Background: an optimization exercise with open tools, aiming at small area, a short achievable clock period and few clock cycles per item. Do not read the settings as production practice. At most, simulation tests tie the RTL to the original design; equivalence was not proved. Only the layout flow was run in runs 1 to 3; the RTL was not checked for function there. Power figures rest on the tool's default switching activity, not on a simulated workload.

## design/flow/config.mk

```make
export PLATFORM = sky130hd
export DESIGN_NAME = voice_gen
export DESIGN_NICKNAME = voice_gen
export VERILOG_FILES = /design/flow/design.v
export SDC_FILE = /design/flow/constraint.sdc
export NUM_CORES = 4
export LEC_CHECK = 0
export CAP_MARGIN = 20
export CORE_MARGIN = 2
export CORE_UTILIZATION = 40
export SETUP_SLACK_MARGIN = 2.0
export SLEW_MARGIN = 20
```

## design/flow/constraint.sdc

```tcl
create_clock -name core_clock -period 6.5 [get_ports {clk_i}]
set_input_delay 1.3000 -clock core_clock [delete_from_list [all_inputs] [get_ports {clk_i}]]
set_output_delay 1.3000 -clock core_clock [all_outputs]
set_load 0.01 [all_outputs]
```

## design/flow/design.v

```verilog
module voice_gen #(
    parameter int unsigned NUM_VOICES = 16,
    parameter logic [22:0] LFSR_SEED  = 23'h7FFFF8
) (
    input  logic        clk_i,
    input  logic        rst_i,
    input  logic        start_i,
    input  logic [3:0]  voice_idx_i,
    input  logic [15:0] freq_i,
    input  logic [11:0] pw_i,
    input  logic [3:0]  wave_i,
    output logic        ready_o,
    output logic [9:0]  wave_o
);
    logic [23:0] acc_m  [NUM_VOICES];
    logic [22:0] lfsr_m [NUM_VOICES];
    logic [NUM_VOICES-1:0] vld_q;
    logic        vld_rd;
    logic [23:0] acc_rd, acc_sum;
    logic [22:0] lfsr_rd, lfsr_next;
    assign vld_rd    = vld_q[voice_idx_i];
    assign acc_rd    = vld_rd ? acc_m[voice_idx_i]  : '0;
    assign lfsr_rd   = vld_rd ? lfsr_m[voice_idx_i] : LFSR_SEED;
    assign acc_sum   = acc_rd + {8'd0, freq_i};
    assign lfsr_next = (!acc_rd[19] && acc_sum[19])
                     ? {lfsr_rd[21:0], lfsr_rd[22] ^ lfsr_rd[17]}
                     : lfsr_rd;
    logic        ready_q;
    logic [11:0] pw_q;
    logic [3:0]  sel_q;
    logic [11:0] acc_q;     
    logic [7:0]  noise_q;   
    logic [9:0]  saw, tri_w, pulse, noise, shaped;
    assign saw   = acc_q[11:2];
    assign tri_w = acc_q[11] ? ~acc_q[10:1] : acc_q[10:1];
    assign pulse = (acc_q >= pw_q) ? '1 : '0;
    assign noise = {noise_q, 2'b00};
    always_comb begin
        shaped = '1;
        if (sel_q[0]) shaped = shaped & tri_w;
        if (sel_q[1]) shaped = shaped & saw;
        if (sel_q[2]) shaped = shaped & pulse;
        if (sel_q[3]) shaped = shaped & noise;
        if (sel_q == 4'd0) shaped = '0;
    end
    always_ff @(posedge clk_i) begin
        pw_q    <= pw_i;
        sel_q   <= wave_i;
        acc_q   <= acc_sum[23:12];
        noise_q <= {lfsr_next[22], lfsr_next[20], lfsr_next[16], lfsr_next[13],
                    lfsr_next[11], lfsr_next[7],  lfsr_next[4],  lfsr_next[2]};
        for (int unsigned v = 0; v < NUM_VOICES; v++) begin
            if (start_i && voice_idx_i == 4'(v)) begin
                acc_m[v]  <= acc_sum;
                lfsr_m[v] <= lfsr_next;
            end
        end
    end
    always_ff @(posedge clk_i or posedge rst_i) begin
        if (rst_i) begin
            ready_q <= 1'b0;
            vld_q   <= '0;
        end else begin
            ready_q <= start_i;
            if (start_i) vld_q[voice_idx_i] <= 1'b1;
        end
    end
    assign ready_o = ready_q;
    assign wave_o  = shaped;
endmodule
```

## design/flow/run.sh

```bash
#!/bin/bash
# synth_recipe.tcl (not shown) runs the flow's synth.tcl, then flattens the netlist and writes it again
# the make line also repeats each setting of config.mk as NAME=value (left out here)
make -C /OpenROAD-flow-scripts/flow DESIGN_CONFIG=/design/flow/config.mk WORK_HOME=/design/flow/orfs CLKGATE_MAP_FILE= SYNTH_SCRIPT=/design/flow/synth_recipe.tcl finish
```

==> results of run 1 <==
## metal layers
metal / vias to the layer above / track usage / wire, um
met1: 10000 / 0.324 / 37500
li1: 8024 / - / -
met5: - / 0 / 0
met4: 0 / 0.0822 / 3100
met3: 184 / 0.0338 / 8180
met2: 1043 / 0.385 / 44900
## sequential cells by signal, summed over array words and instances (netlist names)
signal   count
vld_q       16
acc_q       12
sel_q        4
lfsr_m     368
noise_q      8
acc_m      384
ready_q      1
pw_q        12
## worst paths after layout
check | start | endpoint | slack [ns]
worst max-delay path | voice_idx_i[0] | lfsr_m[4][7] | 1.43
worst min-delay path | vld_q[13] | vld_q[13] | 0.47
worst max register to register | vld_q[15] | lfsr_m[4][7] | 2.03
worst min register to register | vld_q[13] | vld_q[13] | 0.47
max in group asynchronous | rst_i | vld_q[6] | 5.00
min in group asynchronous | rst_i | vld_q[8] | 1.07
## power by group
| part | internal [uW] | switching, uW |
|---|---|---|
| clock network | 2500 | 1910 |
| logic | 883 | 1170 |
| registers | 6180 | 88.2 |
## repair_timing
| action | 4_1_cts | 5_1_grt |
|---|---|---|
| setup endpoints to repair | 718 | 665 |
| buffers inserted | 68 | 18 |
| endpoints found under the hold margin | 0 | 0 |
| gates resized for setup | 185 | 56 |
| pin swaps | 65 | 52 |
| cloned | 33 | 8 |
## cell usage in the layout (no fill, tap or decap), types with 17 or more instances in the layout
cell type / netlist / routed
sky130_fd_sc_hd__a21oi_1: 53 / 44
sky130_fd_sc_hd__a221oi_1: 52 / 42
sky130_fd_sc_hd__a222oi_1: 19 / 19
sky130_fd_sc_hd__a22o_1: 69 / 69
sky130_fd_sc_hd__a22oi_1: 159 / 152
sky130_fd_sc_hd__buf_12: 0 / 45
sky130_fd_sc_hd__buf_4: 3 / 149
sky130_fd_sc_hd__buf_6: 16 / 39
sky130_fd_sc_hd__clkbuf_1: 33 / 19
sky130_fd_sc_hd__clkbuf_16: 0 / 91
sky130_fd_sc_hd__clkdlybuf4s50_1: 0 / 39
sky130_fd_sc_hd__clkinv_1: 1 / 27
sky130_fd_sc_hd__dfrtp_1: 17 / 17
sky130_fd_sc_hd__dfxtp_1: 36 / 36
sky130_fd_sc_hd__edfxtp_1: 752 / 752
sky130_fd_sc_hd__ha_1: 34 / 25
sky130_fd_sc_hd__inv_1: 26 / 20
sky130_fd_sc_hd__mux2_4: 1 / 31
sky130_fd_sc_hd__nand2_1: 53 / 45
sky130_fd_sc_hd__nand3_1: 31 / 26
sky130_fd_sc_hd__nand4_1: 40 / 40
sky130_fd_sc_hd__nor2_1: 59 / 40
## metrics by stage
step                      area [sq um]  instances  hold slack [ns]
after global routing             38900       3182            0.477
after CTS                        38300       3156            0.459
final                            38900       3182            0.465
after floorplan                  31400       1797            0.423
after detailed placement         33900       2911            0.444
after global placement           33900       2911            0.440
## logic make-up after synthesis
logic type      after synthesis  synth area share
xor+xnor                     31           0.00883
fa+ha+maj                    35            0.0145
buf+inv                     138            0.0231
mux                          34            0.0136
flops                       805             0.771
compound gates              497             0.125
simple gates                257            0.0436
## cell type report
class	count	area, sq um	area share
Clock buffer	107	2250	0.0579
Clock inverter	37	213	0.00547
Inverter	27	116	0.00299
Multi-Input combinational cell	877	7900	0.203
Sequential cell	805	23700	0.610
Tap cell	1030	1290	0.0331
Timing Repair Buffer	299	3400	0.0875
==> load_flow_metrics.sql, run 1 <==
INSERT INTO impl_metrics (metric_group, metric, value, unit) VALUES
('synth', 'synth.cells.most_frequent', '752 x sky130_fd_sc_hd__edfxtp_1, 159 x sky130_fd_sc_hd__a22oi_1, 69 x sky130_fd_sc_hd__a22o_1, 59 x sky130_fd_sc_hd__nor2_1', ''),
('global_routing', 'grt-ovfl-total', '0', ''),
('timing', 'final.setup_skew', '0.0213', 'ns'),
('synth', 'share_of_synthesized_flip_flops_with_an_asynchronous_set_or_reset', '0.0211', ''),
('placement', 'preCtsSetupSlack', '0.0256', 'ns'),
('detailed_routing', 'drc_violations', '0', ''),
('timing', 'timing.final.ws_setup', '1.43', 'ns'),
('cts', 'numCtsBuffers', '82', ''),
('global_routing', 'grt_max_degree', '48', ''),
('timing', 'tightest_slew', '1.17', 'ns'),
('floorplanning', 'design.core.area', '76100', 'sq um'),
('global_routing', 'grt.total_usage', '0.236', ''),
('timing', 'share_of_the_cycle_needed_by_the_critical_path_after_routing', '0.780', ''),
('synth', 'synth_flop_cell', 'sky130_fd_sc_hd__edfxtp_1', ''),
('worst_setup_path', 'critPathTopFamily', 'compound AO/OA/AOI/OAI gates', ''),
('detailed_routing', 'drt_wl_cell', '29.4', 'um'),
('cts', 'worst_skew_pair.late_latency', '0.63', 'ns'),
('pwr', 'p_leak', '0.0129', 'uW'),
('cts', 'max-clock-path-buffers', '3', ''),
('floorplanning', 'count_of_standard_cell_rows', '101', ''),
('worst_setup_path', 'critical_path.startpoint_type', 'primary input', ''),
('worst_setup_path', 'reg2reg_depth', '21', ''),
('timing', 'setup-violations-final', '0', ''),
('pwr', 'power_density', '327', 'nW/um^2'),
('finish', 'layout-drive-gt1-share', '0.268', ''),
('cts', 'htree_levels', '3', ''),
('synth', 'avgSynthCellArea', '17.1', 'sq um'),
('cts', 'tritoncts', 'built', ''),
('synth', 'mappedNetlistNets', '1871', ''),
('cts', 'cts_root_buffer', 'sky130_fd_sc_hd__clkbuf_16', ''),
('synth', 'number_of_synthesized_flops_with_an_enable_pin', '752', ''),
('synth', 'synthDistinctLibCells', '77', ''),
('timing', 'setup-tns-final', '0', 'ns'),
('finish', 'final_core_util', '0.511', ''),
('worst_setup_path', 'worst-setup-path-type', 'primary input to register', ''),
('synth', 'synth-seq-area-share', '0.771', ''),
('synth', 'yosys_warning_total', '3', ''),
('worst_setup_path', 'critical_path_peak_fanout', '17', ''),
('placement', 'port_buffers', '49', ''),
('synth', 'yosys.cell_count.top_type', 'sky130_fd_sc_hd__edfxtp_1', ''),
('cts', 'cts.sinks', '805', ''),
('worst_setup_path', 'end_kind', 'register', ''),
('synth', 'synth_area_leaders', 'sky130_fd_sc_hd__edfxtp_1 73%, sky130_fd_sc_hd__a22oi_1 3.9%, sky130_fd_sc_hd__dfxtp_1 2.3%, sky130_fd_sc_hd__a22o_1 2.0%, sky130_fd_sc_hd__a221oi_1 1.5%', ''),
('synth', 'synthesis.instances', '1797', ''),
('detailed_routing', 'antenna_left', '0', ''),
('global_routing', 'grt_pass1_vias', '19200', ''),
('detailed_routing', 'drt_first_iter_violations', '2369', ''),
('worst_setup_path', 'timing.critical_path.arrival', '5.44', 'ns'),
('worst_setup_path', 'critical_path.slowest_cell', 'sky130_fd_sc_hd__ha_2', ''),
('pwr', 'totalPowerFinal', '12700', 'uW'),
('detailed_routing', 'route.detailed.vias_per_inst', '6.05', ''),
('synth', 'yosysTopAreaCell', 'sky130_fd_sc_hd__edfxtp_1', ''),
('cts', 'worst_setup_hold_path_clk_slew', '0.06', 'ns'),
('finish', 'layout.nets', '2166', ''),
('worst_setup_path', 'critical-path-top-cell-by-count', 'sky130_fd_sc_hd__buf_12', ''),
('flow_run', 'cap_violations', '0', ''),
('run_status', 'run_status', 'complete, no violations', ''),
('global_routing', 'global_route_wire_length_before_repair', '134000', 'um'),
('min_path', 'hold_path_class', 'register to register', ''),
('timing', 'report.final.hold_viol_count', '0', ''),
('worst_setup_path', 'worst-path-stages', '25', ''),
('timing', 'setup_repair_after_global_routing_missed_its_margin', 'yes', ''),
('floorplanning', 'initial_core_util', '0.404', ''),
('worst_setup_path', 'worst-endpoint-required', '6.87', 'ns'),
('finish', 'num_antenna_cells', '0', ''),
('floorplanning', 'io-pin-count', '50', ''),
('worst_setup_path', 'worstPathBufferInverterCount', '8', ''),
('cts', 'cts_hold_repair.buffers', '0', ''),
('detailed_routing', 'routed_wirelength', '93700', 'um'),
('finish', 'num-fill-cells', '6082', ''),
('placement', 'routabilityCongestion', '0.825', '');
==> run 2, diff against run 1 <==
--- a/design/flow/config.mk
+++ b/design/flow/config.mk
@@ -9,4 +9,6 @@
 export CORE_MARGIN = 2
 export CORE_UTILIZATION = 40
+export CTS_CLUSTER_DIAMETER = 80
+export CTS_CLUSTER_SIZE = 24
 export SETUP_SLACK_MARGIN = 2.0
 export SLEW_MARGIN = 20
==> load_flow_metrics.sql, run 2 <==
INSERT INTO impl_metrics (metric_group, metric, value, unit) VALUES
('detailed_routing', 'drt-pass1-iter-count', '6', ''),
('timing', 'final.setup_skew', '0.0151', 'ns'),
('placement', 'port_buffers', '49', ''),
('min_path', 'hold-path-cell-count', '1', ''),
('detailed_routing', 'drt_wl_cell', '29.6', 'um'),
('placement', 'routabilityCongestion', '0.825', ''),
('timing', 'setup-tns-final', '0', 'ns'),
('synth', 'number_of_synthesized_flops_with_an_enable_pin', '752', ''),
('worst_setup_path', 'max_stage_delay', '0.31', 'ns'),
('global_routing', 'grt_antenna_before_repair', '0', ''),
('synth', 'share_of_synthesized_flip_flops_with_an_asynchronous_set_or_reset', '0.0211', ''),
('finish', 'leading_cell_type_in_the_layout_fill_and_taps_excluded', 'sky130_fd_sc_hd__edfxtp_1', ''),
('worst_setup_path', 'r2r_setup_slack', '2.10', 'ns'),
('floorplanning', 'design.core.area', '76100', 'sq um'),
('floorplanning', 'design.die.area', '79100', 'sq um'),
('finish', 'multi_input_comb_area', '7680', 'sq um'),
('pwr', 'p_leak', '0.0122', 'uW'),
('worst_setup_path', 'end_kind', 'register', ''),
('floorplanning', 'initial_core_util', '0.404', ''),
('cts', 'cts_hold_repair.buffers', '0', ''),
('finish', 'layout-drive-gt1-share', '0.249', ''),
('detailed_routing', 'routed_wirelength', '91800', 'um'),
('finish', 'num-fill-cells', '6273', ''),
('pwr', 'power_density', '296', 'nW/um^2'),
('synth', 'synth.cells.most_frequent', '752 x sky130_fd_sc_hd__edfxtp_1, 159 x sky130_fd_sc_hd__a22oi_1, 69 x sky130_fd_sc_hd__a22o_1, 59 x sky130_fd_sc_hd__nor2_1', ''),
('synth', 'area_of_the_mapped_netlist', '30800', 'sq um'),
('min_path', 'hold_path_class', 'register to register', ''),
('pwr', 'totalPowerFinal', '11000', 'uW'),
('timing', 'final-max-slew-violation-count', '0', ''),
('cts', 'max-clock-path-buffers', '3', ''),
('finish', 'stdcell_area', '37300', 'sq um'),
('timing', 'tightest_slew', '1.20', 'ns'),
('synth', 'avgSynthCellArea', '17.1', 'sq um'),
('worst_setup_path', 'critical_path_peak_fanout', '10', ''),
('finish', 'num_antenna_cells', '0', ''),
('detailed_routing', 'route.detailed.vias_per_inst', '6.06', ''),
('worst_setup_path', 'worst-endpoint-required', '6.87', 'ns'),
('timing', 'setup_repair_after_global_routing_missed_its_margin', 'yes', ''),
('timing', 'share_of_the_cycle_needed_by_the_critical_path_after_routing', '0.771', ''),
('cts', 'cts.sinks', '805', ''),
('global_routing', 'grt-ovfl-total', '0', ''),
('finish', 'register_area', '23700', 'sq um'),
('synth', 'yosys.cell_count.top_type', 'sky130_fd_sc_hd__edfxtp_1', ''),
('finish', 'layout.nets', '2120', ''),
('floorplanning', 'die_w', '281', 'um'),
('synth', 'synthesis.instances', '1797', ''),
('worst_setup_path', 'critical_path.slowest_cell', 'sky130_fd_sc_hd__ha_1', ''),
('synth', 'mappedNetlistNets', '1871', ''),
('run_status', 'run_status', 'complete, no violations', ''),
('synth', 'postSynthRegisterBits', '805', ''),
('synth', 'yosysTopAreaCell', 'sky130_fd_sc_hd__edfxtp_1', ''),
('synth', 'synth_top_area_share', '0.734', ''),
('worst_setup_path', 'timing.critical_path.arrival', '5.38', 'ns'),
('timing', 'setup-violations-final', '0', ''),
('timing', 'report.final.hold_viol_count', '0', ''),
('timing', 'fmax', '199', 'MHz'),
('worst_setup_path', 'critical-path-top-cell-by-count', 'sky130_fd_sc_hd__buf_6', ''),
('placement', 'place.detailed.hpwl', '49300', 'um'),
('finish', 'synthesis_to_finish_area_growth', '21.3', '%'),
('global_routing', 'grt_max_degree', '48', ''),
('finish', 'final_core_util', '0.491', ''),
('finish', 'max_flop_register', 'acc_m', ''),
('synth', 'synth_area_leaders', 'sky130_fd_sc_hd__edfxtp_1 73%, sky130_fd_sc_hd__a22oi_1 3.9%, sky130_fd_sc_hd__dfxtp_1 2.3%, sky130_fd_sc_hd__a22o_1 2.0%, sky130_fd_sc_hd__a221oi_1 1.5%', ''),
('cts', 'htree_levels', '2', ''),
('finish', 'largest_reg_flops', '384', ''),
('timing', 'timing.final.ws_setup', '1.49', 'ns'),
('worst_setup_path', 'worst-setup-path-type', 'primary input to register', ''),
('synth', 'synth_flop_cell', 'sky130_fd_sc_hd__edfxtp_1', ''),
('global_routing', 'grt.total_usage', '0.231', ''),
('pwr', 'worst_vdd_ir', '0.157', 'mV'),
('finish', 'reg_top3', 'acc_m x384, lfsr_m x368, vld_q x16', ''),
('synth', 'synth-seq-area-share', '0.771', ''),
('detailed_routing', 'dr_total_vias', '18800', ''),
('flow_run', 'cap_violations', '0', ''),
('placement', 'preCtsSetupSlack', '0.0256', 'ns'),
('cts', 'cts_root_buffer', 'sky130_fd_sc_hd__clkbuf_16', ''),
('worst_setup_path', 'critical_path.startpoint_type', 'primary input', ''),
('floorplanning', 'count_of_standard_cell_rows', '101', ''),
('global_routing', 'grt_pass1_vias', '18700', ''),
('detailed_routing', 'antenna_left', '0', ''),
('cts', 'worst_skew_pair.late_latency', '0.60', 'ns'),
('timing', 'final.min_clock_period', '5.01', 'ns'),
('placement', 'dp_area', '33900', 'sq um'),
('worst_setup_path', 'reg2reg_depth', '18', ''),
('cts', 'worst_setup_hold_path_clk_slew', '0.10', 'ns'),
('min_path', 'min_from', 'vld_q[13]', ''),
('detailed_routing', 'drt_first_iter_violations', '2234', ''),
('synth', 'yosys_warning_total', '3', ''),
('worst_setup_path', 'worstSetupStartpoint', 'voice_idx_i[0]', ''),
('synth', 'synthDistinctLibCells', '77', ''),
('cts', 'numCtsBuffers', '41', ''),
('timing', 'timing.slew.headroom', '0.200', ''),
('detailed_routing', 'drc_violations', '0', ''),
('finish', 'layout_common_cells', '752 x sky130_fd_sc_hd__edfxtp_1, 157 x sky130_fd_sc_hd__buf_4, 152 x sky130_fd_sc_hd__a22oi_1', ''),
('worst_setup_path', 'timing.critical_path.cells', 'buf_6 > buf_12 > ha_4 > and3b_2 > buf_6 > a22o_1 > a221oi_2 > nand3_1 > o22ai_2 > nor2_1 > ha_1 > o21ai_2 > a211oi_4 > nand2_4 > a31oi_4 > o21a_1 > o21a_4 > nor3b_4 > ha_4 > buf_6 > buf_8 > buf_6 > a31oi_4 > clkbuf_16', ''),
('worst_setup_path', 'crit_reg_reg_startpoint', 'vld_q[15]', ''),
('cts', 'tritoncts', 'built', ''),
('global_routing', 'global_route_wire_length_before_repair', '131000', 'um'),
('floorplanning', 'floorplan_die_height', '281', 'um'),
('floorplanning', 'io-pin-count', '50', '');
## run 2: logic make-up after synthesis
logic type | count (synthesis) | share of synthesized area
AOI/OAI and AO/OA | 497 | 0.125
xor gates and xnor gates | 31 | 0.00883
adders and majority gates | 35 | 0.0145
buffers and inverters | 138 | 0.0231
DFF | 805 | 0.771
muxes | 34 | 0.0136
and+or+nand+nor | 257 | 0.0436
## run 2: power breakdown
group / switching, uW / internal [uW] / total [uW]
clock network: 1610 / 1240 / 2850
registers: 89.2 / 6170 / 6260
logic: 1120 / 818 / 1940
## run 2: path summary, 6_finish.rpt
kind | to
worst max-delay path | lfsr_m[0][20]
worst min-delay path | vld_q[13]
worst max register to register | lfsr_m[7][2]
worst min register to register | vld_q[13]
max in group asynchronous | vld_q[6]
min in group asynchronous | vld_q[8]
## run 2: per-layer routing
layer	GRT usage	up-vias	routed length (um)	part of all wire
li1	-	7862	-	-
met3	0.0425	149	8160	0.089
met1	0.314	9806	36600	0.40
met5	0	-	0	0
met4	0.0784	0	2940	0.032
met2	0.374	954	44100	0.48
## run 2: final cells by class
class	instances	share of cell area
clock buffer	56	0.0293
clock inverter	7	0.00245
inverter	27	0.00302
multi-input combinational	872	0.206
sequential	805	0.636
tap	1030	0.0345
timing repair buffer	299	0.0891
## run 2: per-stage QoR
| stage | std cells | hold WS, ns |
|---|---|---|
| finish | 3096 | 0.467 |
| global placement | 2911 | 0.440 |
| global route | 3096 | 0.483 |
| CTS | 3072 | 0.465 |
| floorplan | 1797 | 0.423 |
| detailed placement | 2911 | 0.444 |
## run 2: timing repair
| action | 4_1_cts | 5_1_grt |
|---|---|---|
| pin swaps | 50 | 27 |
| cloned | 21 | 11 |
| resized for setup | 144 | 66 |
| buffers inserted | 77 | 13 |
| endpoints found under the setup margin | 718 | 648 |
## run 2: critical path: cells and delay by family
kind	cells	cell delay, ns
adder cells (fa/ha/maj)	3	0.74
AO/OA/AOI/OAI	9	1.56
buffers and inverters	7	0.96
AND/OR/NAND/NOR	5	0.79
==> run 3, diff against run 2 <==
==> design/flow/design.v (replaced) <==
module voice_gen #(
    parameter int unsigned NUM_VOICES = 16,
    parameter logic [22:0] LFSR_SEED  = 23'h7FFFF8
) (
    input  logic        clk_i,
    input  logic        rst_i,
    input  logic        start_i,
    input  logic [3:0]  voice_idx_i,
    input  logic [15:0] freq_i,
    input  logic [11:0] pw_i,
    input  logic [3:0]  wave_i,
    output logic        ready_o,
    output logic [9:0]  wave_o
);
    logic [15:0] acc_lo_m [NUM_VOICES];
    logic [7:0]  acc_hi_m [NUM_VOICES];
    logic [22:0] lfsr_m   [NUM_VOICES];
    logic [NUM_VOICES-1:0] vld_q;
    logic        ready_q;
    logic [3:0]  idx_q;
    logic [11:0] pw_q;
    logic [3:0]  sel_q;
    logic [3:0]  lo_q;      
    logic [7:0]  hi_q;      
    logic        c_q;       
    logic [22:0] lfsr_q;    
    logic        step_q;    
    logic [7:0]  hi_next;
    logic [11:0] a;
    logic [22:0] lfsr_next;
    logic [9:0]  saw, tri_w, pulse, noise, shaped;
    assign hi_next   = hi_q + 8'(c_q);
    assign a         = {hi_next, lo_q};    
    assign lfsr_next = step_q ? {lfsr_q[21:0], lfsr_q[22] ^ lfsr_q[17]} : lfsr_q;
    assign saw   = a[11:2];
    assign tri_w = a[11] ? ~a[10:1] : a[10:1];
    assign pulse = (a >= pw_q) ? '1 : '0;
    assign noise = {lfsr_next[22], lfsr_next[20], lfsr_next[16], lfsr_next[13],
                    lfsr_next[11], lfsr_next[7],  lfsr_next[4],  lfsr_next[2], 2'b00};
    always_comb begin
        shaped = '1;
        if (sel_q[0]) shaped = shaped & tri_w;
        if (sel_q[1]) shaped = shaped & saw;
        if (sel_q[2]) shaped = shaped & pulse;
        if (sel_q[3]) shaped = shaped & noise;
        if (sel_q == 4'd0) shaped = '0;
    end
    logic        fwd;
    logic        vld_rd;
    logic [15:0] lo_rd;
    logic [16:0] lo_sum;
    logic [7:0]  hi_rd, hi_old;
    logic [22:0] lfsr_rd, lfsr_old;
    assign fwd      = ready_q && (voice_idx_i == idx_q);
    assign vld_rd   = vld_q[voice_idx_i];
    assign lo_rd    = vld_rd ? acc_lo_m[voice_idx_i] : '0;
    assign hi_rd    = vld_rd ? acc_hi_m[voice_idx_i] : '0;
    assign lfsr_rd  = vld_rd ? lfsr_m[voice_idx_i]   : LFSR_SEED;
    assign hi_old   = fwd ? hi_next   : hi_rd;
    assign lfsr_old = fwd ? lfsr_next : lfsr_rd;
    assign lo_sum   = {1'b0, lo_rd} + {1'b0, freq_i};
    always_ff @(posedge clk_i) begin
        idx_q  <= voice_idx_i;
        pw_q   <= pw_i;
        sel_q  <= wave_i;
        lo_q   <= lo_sum[15:12];
        hi_q   <= hi_old;
        c_q    <= lo_sum[16];
        lfsr_q <= lfsr_old;
        step_q <= lo_sum[16] && hi_old[2:0] == 3'b111 && !hi_old[3];
        for (int unsigned v = 0; v < NUM_VOICES; v++) begin
            if (start_i && voice_idx_i == 4'(v))
                acc_lo_m[v] <= lo_sum[15:0];
            if (ready_q && idx_q == 4'(v)) begin
                acc_hi_m[v] <= hi_next;
                lfsr_m[v]   <= lfsr_next;
            end
        end
    end
    always_ff @(posedge clk_i or posedge rst_i) begin
        if (rst_i) begin
            ready_q <= 1'b0;
            vld_q   <= '0;
        end else begin
            ready_q <= start_i;
            if (start_i) vld_q[voice_idx_i] <= 1'b1;
        end
    end
    assign ready_o = ready_q;
    assign wave_o  = shaped;
endmodule
==> load_flow_metrics.sql, run 3 <==
INSERT INTO impl_metrics (metric_group, metric, value, unit) VALUES
('run_status', 'run_status', 'complete, no violations', ''),
('synth', 'mappedNetlistNets', '2016', ''),
('worst_setup_path', 'worst-endpoint-required', '6.87', 'ns'),
('finish', 'leading_cell_type_in_the_layout_fill_and_taps_excluded', 'sky130_fd_sc_hd__edfxtp_1', ''),
('worst_setup_path', 'critical_path.startpoint_type', 'primary input', ''),
('detailed_routing', 'drt_first_iter_violations', '2965', ''),
('timing', 'final.min_clock_period', '4.50', 'ns'),
('detailed_routing', 'dr_total_vias', '19500', ''),
('detailed_routing', 'drc_violations', '0', ''),
('synth', 'synth-seq-area-share', '0.760', ''),
('pwr', 'worst_vdd_ir', '0.166', 'mV'),
('floorplanning', 'count_of_standard_cell_rows', '103', ''),
('cts', 'numCtsBuffers', '43', ''),
('finish', 'layout-drive-gt1-share', '0.197', ''),
('global_routing', 'grt_pass1_vias', '18900', ''),
('finish', 'num_antenna_cells', '0', ''),
('placement', 'place_inst', '3018', ''),
('finish', 'register_area', '24200', 'sq um'),
('min_path', 'hold-path-cell-count', '1', ''),
('synth', 'yosys_warning_total', '4', ''),
('detailed_routing', 'routed_wirelength', '96400', 'um'),
('synth', 'yosys.cell_count.top_type', 'sky130_fd_sc_hd__edfxtp_1', ''),
('worst_setup_path', 'timing.rr.end', 'acc_lo_m[12][15]', ''),
('synth', 'synthesis.instances', '1941', ''),
('floorplanning', 'initial_core_util', '0.403', ''),
('worst_setup_path', 'critical_path.slowest_cell', 'sky130_fd_sc_hd__o41ai_4', ''),
('timing', 'setup-violations-final', '0', ''),
('cts', 'htree_levels', '2', ''),
('synth', 'postSynthRegisterBits', '826', ''),
('detailed_routing', 'drt-pass1-iter-count', '8', ''),
('cts', 'max-clock-path-buffers', '3', ''),
('synth', 'avgSynthCellArea', '16.4', 'sq um'),
('synth', 'synth_flop_cell', 'sky130_fd_sc_hd__edfxtp_1', ''),
('timing', 'share_of_the_cycle_needed_by_the_critical_path_after_routing', '0.692', ''),
('synth', 'number_of_synthesized_flops_with_an_enable_pin', '752', ''),
('finish', 'largest_reg_flops', '368', ''),
('finish', 'layout_common_cells', '752 x sky130_fd_sc_hd__edfxtp_1, 130 x sky130_fd_sc_hd__a22oi_1, 128 x sky130_fd_sc_hd__buf_4', ''),
('synth', 'share_of_synthesized_flip_flops_with_an_asynchronous_set_or_reset', '0.0206', ''),
('detailed_routing', 'antenna_left', '0', ''),
('cts', 'cts_hold_repair.buffers', '0', ''),
('worst_setup_path', 'critPathTopFamily', 'compound AO/OA/AOI/OAI gates', ''),
('floorplanning', 'design.die.area', '81700', 'sq um'),
('min_path', 'min_from', 'vld_q[3]', ''),
('worst_setup_path', 'r2r_setup_slack', '2.57', 'ns'),
('floorplanning', 'io-pin-count', '50', ''),
('pwr', 'p_leak', '0.0118', 'uW'),
('synth', 'synthDistinctLibCells', '68', ''),
('synth', 'synth.cells.most_frequent', '752 x sky130_fd_sc_hd__edfxtp_1, 131 x sky130_fd_sc_hd__a22oi_1, 78 x sky130_fd_sc_hd__nor2_1, 70 x sky130_fd_sc_hd__a21oi_1, 66 x sky130_fd_sc_hd__nand2_1', ''),
('worst_setup_path', 'critical_path_peak_fanout', '8', ''),
('synth', 'synth_area_leaders', 'sky130_fd_sc_hd__edfxtp_1 71%, sky130_fd_sc_hd__dfxtp_1 3.6%, sky130_fd_sc_hd__a22oi_1 3.1%, sky130_fd_sc_hd__a22o_1 1.7%, sky130_fd_sc_hd__a222oi_1 1.5%', ''),
('timing', 'tightest_slew', '1.16', 'ns'),
('worst_setup_path', 'end_kind', 'register', ''),
('finish', 'num-fill-cells', '6596', ''),
('worst_setup_path', 'max_stage_delay', '0.38', 'ns'),
('min_path', 'hold_path_class', 'register to register', ''),
('global_routing', 'grt.total_usage', '0.232', ''),
('cts', 'cts_root_buffer', 'sky130_fd_sc_hd__clkbuf_16', ''),
('flow_run', 'cap_violations', '0', ''),
('timing', 'final.setup_skew', '0.0330', 'ns'),
('timing', 'fmax', '222', 'MHz'),
('finish', 'final_core_util', '0.467', ''),
('cts', 'tritoncts', 'built', ''),
('finish', 'max_flop_register', 'lfsr_m', ''),
('worst_setup_path', 'worstSetupStartpoint', 'voice_idx_i[0]', ''),
('synth', 'synth_top_area_share', '0.711', ''),
('timing', 'report.final.hold_viol_count', '0', ''),
('finish', 'finalNonFillerCells', '3154', ''),
('global_routing', 'grt_antenna_before_repair', '0', ''),
('worst_setup_path', 'worst-setup-path-type', 'primary input to register', ''),
('floorplanning', 'die_w', '286', 'um'),
('finish', 'synthesis_to_finish_area_growth', '15.9', '%'),
('global_routing', 'global_route_wire_length_before_repair', '138000', 'um'),
('synth', 'area_of_the_mapped_netlist', '31800', 'sq um'),
('finish', 'layout.nets', '2148', ''),
('worst_setup_path', 'timing.critical_path.cells', 'buf_12 > buf_12 > ha_4 > and3b_2 > a22o_1 > a221oi_2 > o21ai_1 > a21oi_2 > a311oi_2 > ha_1 > buf_6 > nand2_2 > o211ai_1 > buf_4 > o21ai_4 > o211ai_1 > o41ai_4 > buf_4 > o311ai_4 > buf_6 > buf_16', ''),
('global_routing', 'grt-ovfl-total', '0', ''),
('placement', 'port_buffers', '49', ''),
('finish', 'stdcell_area', '36800', 'sq um'),
('floorplanning', 'floorplan_die_height', '286', 'um'),
('synth', 'yosysTopAreaCell', 'sky130_fd_sc_hd__edfxtp_1', ''),
('cts', 'cts.sinks', '826', ''),
('finish', 'multi_input_comb_area', '7870', 'sq um'),
('timing', 'timing.slew.headroom', '0.229', ''),
('cts', 'worst_setup_hold_path_clk_slew', '0.09', 'ns'),
('timing', 'setup_repair_after_global_routing_missed_its_margin', 'yes', ''),
('finish', 'reg_top3', 'lfsr_m x368, acc_lo_m x256, acc_hi_m x128', ''),
('global_routing', 'grt_max_degree', '46', ''),
('placement', 'routabilityCongestion', '0.882', ''),
('placement', 'dp_area', '34100', 'sq um'),
('timing', 'final-max-slew-violation-count', '0', ''),
('worst_setup_path', 'reg2reg_depth', '15', ''),
('worst_setup_path', 'worstPathBufferInverterCount', '7', ''),
('detailed_routing', 'drt_wl_cell', '30.6', 'um'),
('timing', 'setup-tns-final', '0', 'ns'),
('worst_setup_path', 'crit_reg_reg_startpoint', 'vld_q[2]', ''),
('placement', 'place.detailed.hpwl', '53800', 'um'),
('detailed_routing', 'route.detailed.vias_per_inst', '6.20', ''),
('floorplanning', 'design.core.area', '78700', 'sq um'),
('pwr', 'power_density', '308', 'nW/um^2'),
('cts', 'worst_skew_pair.late_latency', '0.63', 'ns'),
('min_path', 'worst_hold_end', 'vld_q[3]', ''),
('worst_setup_path', 'timing.critical_path.arrival', '4.87', 'ns');
==> run 3: cell count changes in the layout (fill, tap and decap cells not counted), sizes merged, moves of 14 or more <==
| cell | previous run | this run |
|---|---|---|
| o21ai | 21 | 39 |
| nand4 | 40 | 26 |
| a21oi | 53 | 71 |
| a221oi | 57 | 41 |
| a22oi | 160 | 131 |
| nand3 | 31 | 56 |
| nor3 | 8 | 24 |
| a222oi | 19 | 49 |
| buf | 252 | 171 |
| dfxtp | 36 | 57 |
| nor2 | 61 | 79 |
==> run 3: timing repair <==
item	CTS	global route
hold endpoints to repair	0	0
cloned	4	0
endpoints found under the setup margin	240	176
pin swaps	27	34
gates resized for setup	127	77
buffers inserted	42	14
==> run 3: cell families (layout without fill, tap and decap cells) <==
group	count (synthesis)	after routing	share of synthesized area
flops	826	826	0.760
compound gates	498	499	0.119
simple gates	325	325	0.0507
buf+inv	156	317	0.0213
mux	67	67	0.0253
fa+ha+maj	36	36	0.0144
xor+xnor	33	34	0.00910
==> run 3: area by class of cell <==
cell class	count	area share
clock buffer	64	0.0340
clock inverter	12	0.00513
inverter	34	0.00418
multi-input combinational	961	0.214
sequential	826	0.656
tap	1050	0.0357
timing repair buffer	207	0.0509
==> run 3: worst reg2reg max path, delay by kind of cell (launching register included) <==
| kind | cells | cell delay, ns |
|---|---|---|
| buffers and inverters | 5 | 0.78 |
| muxes | 1 | 0.46 |
| DFF | 1 | 0.40 |
| AOI/OAI and AO/OA | 7 | 1.38 |
| adders and majority gates | 1 | 0.24 |
| and+or+nand+nor | 1 | 0.43 |
==> run 3: how the worst max path moves through the flow <==
stage / cells after the start / endpoint / slack [ns]
after floorplan: 19 / acc_lo_m[0][15] / 1.68
after global placement: 14 / acc_lo_m[10][15] / 0.55
after CTS: 14 / wave_o[1] / 1.94
final: 21 / acc_lo_m[12][15] / 2.00
after global routing: 14 / wave_o[1] / 1.91
after detailed placement: 12 / acc_lo_m[14][9] / 0.40
==> run 3: routing by layer <==
| layer | up-vias | GRT usage | share of wire |
|---|---|---|---|
| met2 | 1122 | 0.370 | 0.47 |
| met5 | - | 0 | 0 |
| met3 | 149 | 0.0311 | 0.092 |
| met4 | 0 | 0.0682 | 0.030 |
| li1 | 8096 | - | - |
| met1 | 10200 | 0.334 | 0.41 |
==> run 3: stage by stage <==
step,hold WS (ns),worst slack [ns],power [uW]
floorplan,0.423,1.68,7340
global placement,0.441,0.545,7880
detailed placement,0.441,0.399,7920
CTS,0.472,1.94,11300
global route,0.486,1.91,11700
finish,0.470,2.00,11300
==> run 3: where the power goes <==
group          switching, uW  internal, uW  leakage (uW)  total [uW]
clock network           1710          1490      0.000692        3200
logic                   1090           612       0.00377        1700
registers                112          6320       0.00738        6430
total                   2910          8420        0.0118       11300
==> run 4, diff against run 3 <==
==> design/flow/design.v (replaced) <==
module voice_gen #(
    parameter int unsigned NUM_VOICES = 16,
    parameter logic [22:0] LFSR_SEED  = 23'h7FFFF8
) (
    input  logic        clk_i,
    input  logic        rst_i,
    input  logic        start_i,
    input  logic [3:0]  voice_idx_i,
    input  logic [15:0] freq_i,
    input  logic [11:0] pw_i,
    input  logic [3:0]  wave_i,
    output logic        ready_o,
    output logic [9:0]  wave_o
);
    logic [15:0] acc_lo_m [NUM_VOICES];
    logic [7:0]  acc_hi_m [NUM_VOICES];
    logic [22:0] lfsr_m   [NUM_VOICES];
    logic [NUM_VOICES-1:0] vld_q;
    logic        ready_q;
    logic [NUM_VOICES-1:0] wb_q;    
    logic [3:0]  idx_q;
    logic [3:0]  sel_q;
    logic [15:0] lo_q;      
    logic [7:0]  hi_q;      
    logic        c_q;       
    logic [22:0] lfsr_q;    
    logic        step_q;    
    logic [3:0]  pwl_q;     
    logic        gt0_q, eq0_q;    
    logic        gt1_q, eq1_q;    
    logic [7:0]  hi_next;
    logic [11:0] a;         
    logic [22:0] lfsr_next;
    logic        lo_ge;
    logic [9:0]  saw, tri_w, pulse, noise, shaped;
    assign hi_next   = hi_q + 8'(c_q);
    assign a         = {hi_next, lo_q[15:12]};
    assign lfsr_next = step_q ? {lfsr_q[21:0], lfsr_q[22] ^ lfsr_q[17]} : lfsr_q;
    assign lo_ge = lo_q[15:12] >= pwl_q;
    assign pulse = (c_q ? (gt1_q || (eq1_q && lo_ge))
                        : (gt0_q || (eq0_q && lo_ge))) ? '1 : '0;
    assign saw   = a[11:2];
    assign tri_w = a[11] ? ~a[10:1] : a[10:1];
    assign noise = {lfsr_next[22], lfsr_next[20], lfsr_next[16], lfsr_next[13],
                    lfsr_next[11], lfsr_next[7],  lfsr_next[4],  lfsr_next[2], 2'b00};
    always_comb begin
        shaped = '1;
        if (sel_q[0]) shaped = shaped & tri_w;
        if (sel_q[1]) shaped = shaped & saw;
        if (sel_q[2]) shaped = shaped & pulse;
        if (sel_q[3]) shaped = shaped & noise;
        if (sel_q == 4'd0) shaped = '0;
    end
    logic [NUM_VOICES-1:0] rd_sel;    
    logic        fwd;                 
    logic [15:0] lo_rd;
    logic [7:0]  hi_rd;
    logic [22:0] lfsr_rd;
    logic [16:0] lo_sum;
    logic [7:0]  pwh, pwh_m1;
    always_comb begin
        fwd     = ready_q && (voice_idx_i == idx_q);
        lo_rd   = fwd ? lo_q      : '0;
        hi_rd   = fwd ? hi_next   : '0;
        lfsr_rd = fwd ? lfsr_next : '0;
        for (int unsigned v = 0; v < NUM_VOICES; v++) begin
            rd_sel[v] = (voice_idx_i == 4'(v)) && vld_q[v] && !wb_q[v];
            lo_rd     = lo_rd   | ({16{rd_sel[v]}} & acc_lo_m[v]);
            hi_rd     = hi_rd   | ({8{rd_sel[v]}}  & acc_hi_m[v]);
            lfsr_rd   = lfsr_rd | ({23{rd_sel[v]}} & lfsr_m[v]);
        end
        if (rd_sel == '0 && !fwd) lfsr_rd = LFSR_SEED;
    end
    assign lo_sum = {1'b0, lo_rd} + {1'b0, freq_i};
    assign pwh    = pw_i[11:4];
    assign pwh_m1 = pwh - 8'd1;
    always_ff @(posedge clk_i) begin
        idx_q  <= voice_idx_i;
        sel_q  <= wave_i;
        lo_q   <= lo_sum[15:0];
        hi_q   <= hi_rd;
        c_q    <= lo_sum[16];
        lfsr_q <= lfsr_rd;
        step_q <= lo_sum[16] && hi_rd[2:0] == 3'b111 && !hi_rd[3];
        pwl_q  <= pw_i[3:0];
        gt0_q  <= hi_rd > pwh;
        eq0_q  <= hi_rd == pwh;
        gt1_q  <= hi_rd >= pwh && hi_rd != 8'hFF;
        eq1_q  <= hi_rd == pwh_m1;
        for (int unsigned v = 0; v < NUM_VOICES; v++) begin
            if (wb_q[v]) begin
                acc_lo_m[v] <= lo_q;
                acc_hi_m[v] <= hi_next;
                lfsr_m[v]   <= lfsr_next;
            end
        end
    end
    always_ff @(posedge clk_i or posedge rst_i) begin
        if (rst_i) begin
            ready_q <= 1'b0;
            wb_q    <= '0;
            vld_q   <= '0;
        end else begin
            ready_q <= start_i;
            for (int unsigned v = 0; v < NUM_VOICES; v++)
                wb_q[v] <= start_i && (voice_idx_i == 4'(v));
            vld_q   <= vld_q | wb_q;
        end
    end
    assign ready_o = ready_q;
    assign wave_o  = shaped;
endmodule
--- a/design/flow/config.mk
+++ b/design/flow/config.mk
@@ -11,4 +11,4 @@
 export CTS_CLUSTER_DIAMETER = 80
 export CTS_CLUSTER_SIZE = 24
-export SETUP_SLACK_MARGIN = 2.0
+export SETUP_SLACK_MARGIN = 2.8
 export SLEW_MARGIN = 20
==> load_flow_metrics.sql, run 4 <==
INSERT INTO impl_metrics (metric_group, metric, value, unit) VALUES
('run_status', 'run_status', 'complete, no violations', ''),
('global_routing', 'grt.total_usage', '0.235', ''),
('worst_setup_path', 'critical_path.startpoint_type', 'register', ''),
('synth', 'number_of_synthesized_flops_with_an_enable_pin', '752', ''),
('cts', 'numCtsBuffers', '43', ''),
('timing', 'tightest_slew', '1.15', 'ns'),
('finish', 'reg_top3', 'lfsr_m x368, acc_lo_m x256, acc_hi_m x128', ''),
('floorplanning', 'design.die.area', '81500', 'sq um'),
('detailed_routing', 'drc_violations', '0', ''),
('synth', 'avgSynthCellArea', '16.9', 'sq um'),
('cts', 'worst_skew_pair.late_latency', '0.63', 'ns'),
('cts', 'cts_hold_repair.buffers', '0', ''),
('global_routing', 'grt_pass1_vias', '18900', ''),
('cts', 'max-clock-path-buffers', '3', ''),
('detailed_routing', 'routed_wirelength', '99100', 'um'),
('synth', 'synth.cells.most_frequent', '752 x sky130_fd_sc_hd__edfxtp_1, 361 x sky130_fd_sc_hd__a22oi_1, 92 x sky130_fd_sc_hd__nand4_1, 65 x sky130_fd_sc_hd__dfxtp_1, 64 x sky130_fd_sc_hd__nor2_1', ''),
('synth', 'synth-seq-area-share', '0.780', ''),
('flow_run', 'cap_violations', '0', ''),
('worst_setup_path', 'worst-endpoint-required', '5.20', 'ns'),
('cts', 'htree_levels', '2', ''),
('timing', 'final.min_clock_period', '4.04', 'ns'),
('worst_setup_path', 'timing.rr.end', 'lo_q[14]', ''),
('floorplanning', 'die_w', '285', 'um'),
('placement', 'dp_area', '33800', 'sq um'),
('synth', 'mappedNetlistNets', '1944', ''),
('timing', 'setup-violations-final', '0', ''),
('finish', 'layout-drive-gt1-share', '0.235', ''),
('min_path', 'hold_path_class', 'register to register', ''),
('pwr', 'power_density', '300', 'nW/um^2'),
('worst_setup_path', 'critical_path_peak_fanout', '5', ''),
('placement', 'place.detailed.hpwl', '48700', 'um'),
('synth', 'yosysTopAreaCell', 'sky130_fd_sc_hd__edfxtp_1', ''),
('pwr', 'p_leak', '0.0125', 'uW'),
('cts', 'cts.sinks', '850', '');
==> run 4: changes by cell type after synthesis, moves of 20 or more <==
cell,previous run,this run
sky130_fd_sc_hd__a22oi_1,131,361
sky130_fd_sc_hd__nand4_1,26,92
sky130_fd_sc_hd__a22o_1,62,3
sky130_fd_sc_hd__a21oi_1,70,12
sky130_fd_sc_hd__a222oi_1,49,8
sky130_fd_sc_hd__nand2_1,66,25
sky130_fd_sc_hd__buf_2,55,15
sky130_fd_sc_hd__a221oi_1,40,4
sky130_fd_sc_hd__nand3_1,56,25
sky130_fd_sc_hd__o21ai_0,38,11
sky130_fd_sc_hd__mux2_2,37,14
sky130_fd_sc_hd__buf_1,10,31
sky130_fd_sc_hd__inv_1,34,54
==> run 4: timing repair <==
| action | CTS | global route |
|---|---|---|
| gates cloned | 11 | 3 |
| buffers inserted | 105 | 59 |
| setup endpoints to repair | 60 | 21 |
| gates resized for setup | 244 | 82 |
| pin swaps | 72 | 72 |
==> run 4: per-stage QoR <==
stage	setup slack [ns]	utilization	hold WS, ns	power [uW]	cells
after floorplan	2.10	-	0.430	7540	1873
after global placement	0.771	0.429	0.447	8070	2937
after detailed placement	0.684	0.429	0.455	8110	2937
after CTS	2.47	0.473	0.475	11400	3133
after global routing	2.34	0.485	0.497	11800	3195
final	2.46	0.485	0.483	11500	3196
==> run 4: worst max-delay path: stages, from the launching register on <==
cell,delay [ns]
sky130_fd_sc_hd__dfxtp_4,0.42
sky130_fd_sc_hd__ha_4,0.17
sky130_fd_sc_hd__nand3_4,0.09
sky130_fd_sc_hd__nor2_4,0.13
sky130_fd_sc_hd__and3_4,0.19
sky130_fd_sc_hd__xnor2_2,0.12
sky130_fd_sc_hd__buf_6,0.15
sky130_fd_sc_hd__buf_12,0.10
sky130_fd_sc_hd__buf_6,0.09
sky130_fd_sc_hd__clkinvlp_4,0.09
sky130_fd_sc_hd__xnor2_2,0.14
sky130_fd_sc_hd__a221oi_2,0.23
sky130_fd_sc_hd__buf_2,0.18
==> run 4: per-layer routing <==
| layer | vias up | global-route usage | part of all wire |
|---|---|---|---|
| li1 | 8058 | - | - |
| met1 | 10200 | 0.323 | 0.39 |
| met2 | 1096 | 0.388 | 0.48 |
| met3 | 192 | 0.0356 | 0.094 |
| met4 | 0 | 0.0721 | 0.035 |
| met5 | - | 0 | 0 |
==> run 4: cell type report <==
class	count	area, sq um
clock inverters	9	95.1
well taps	1050	1310
inverters	54	209
flip-flops and latches	850	24800
repair buffers	288	3250
multi-input cells	873	7360
diodes	1	2.50
fillers	6407	40500
clock buffers	71	1220
==> run 4: power breakdown <==
group	switching, uW	internal [uW]
sequential	275	6570
clock	1750	1330
combinational	926	618
==> run 4: worst min path at each step <==
stage | startpoint | end | slack, ns | cells after the start
after floorplan | vld_q[2] | vld_q[2] | 0.43 | 1
after global placement | vld_q[10] | vld_q[10] | 0.45 | 1
after detailed placement | vld_q[12] | vld_q[12] | 0.45 | 1
after CTS | vld_q[13] | vld_q[13] | 0.48 | 1
after global routing | vld_q[6] | vld_q[6] | 0.50 | 1
final | vld_q[6] | vld_q[6] | 0.48 | 1
==> run 4: cell families after synthesis <==
group,share of synthesized area
compound gates,0.110
xor+xnor,0.0113
fa+ha+maj,0.0129
buf+inv,0.0191
flops,0.780
mux,0.00750
simple gates,0.0598
Testbench counts of run 4, summed over its fixed seeds: cycles 32,000, items 32,000.

what the ideal ports hide:
How much do the figures lean on ideal ports? The routed layouts below were timed once more, with nothing changed but the port constraints. Step 1 (the two cells are an assumption about what drives the block):
set clk [get_ports {clk_i}]
set_driving_cell -lib_cell sky130_fd_sc_hd__clkbuf_16 $clk
set_driving_cell -lib_cell sky130_fd_sc_hd__buf_2 [delete_from_list [all_inputs] $clk]
Step 2, shift: input delay + t, output delay - t, t = (earliest + latest rising clock arrival at the registers) / 2. This alone moves slack from input paths to output paths. a / b / c = ideal ports / drivers / drivers and shift; a / b = the first two.
run	shift t [ns]	setup slack, ns	hold slack, ns
run 1	0.679	1.428 / 1.439 / 0.760	0.465 / 0.465 / 0.465
run 2	0.659	1.486 / 1.508 / 0.849	0.467 / 0.467 / 0.467
run 3	0.669	2.000 / 1.977 / 1.307	0.470 / 0.470 / 0.470
run 4	0.676	2.456 / 2.389 / 1.740	0.483 / 0.483 / 0.483
After both steps setup and hold are still met in every run listed. For run 4, which loses most, drivers alone change the setup slack by -0.067 ns; drivers and shift together by -0.716 ns.
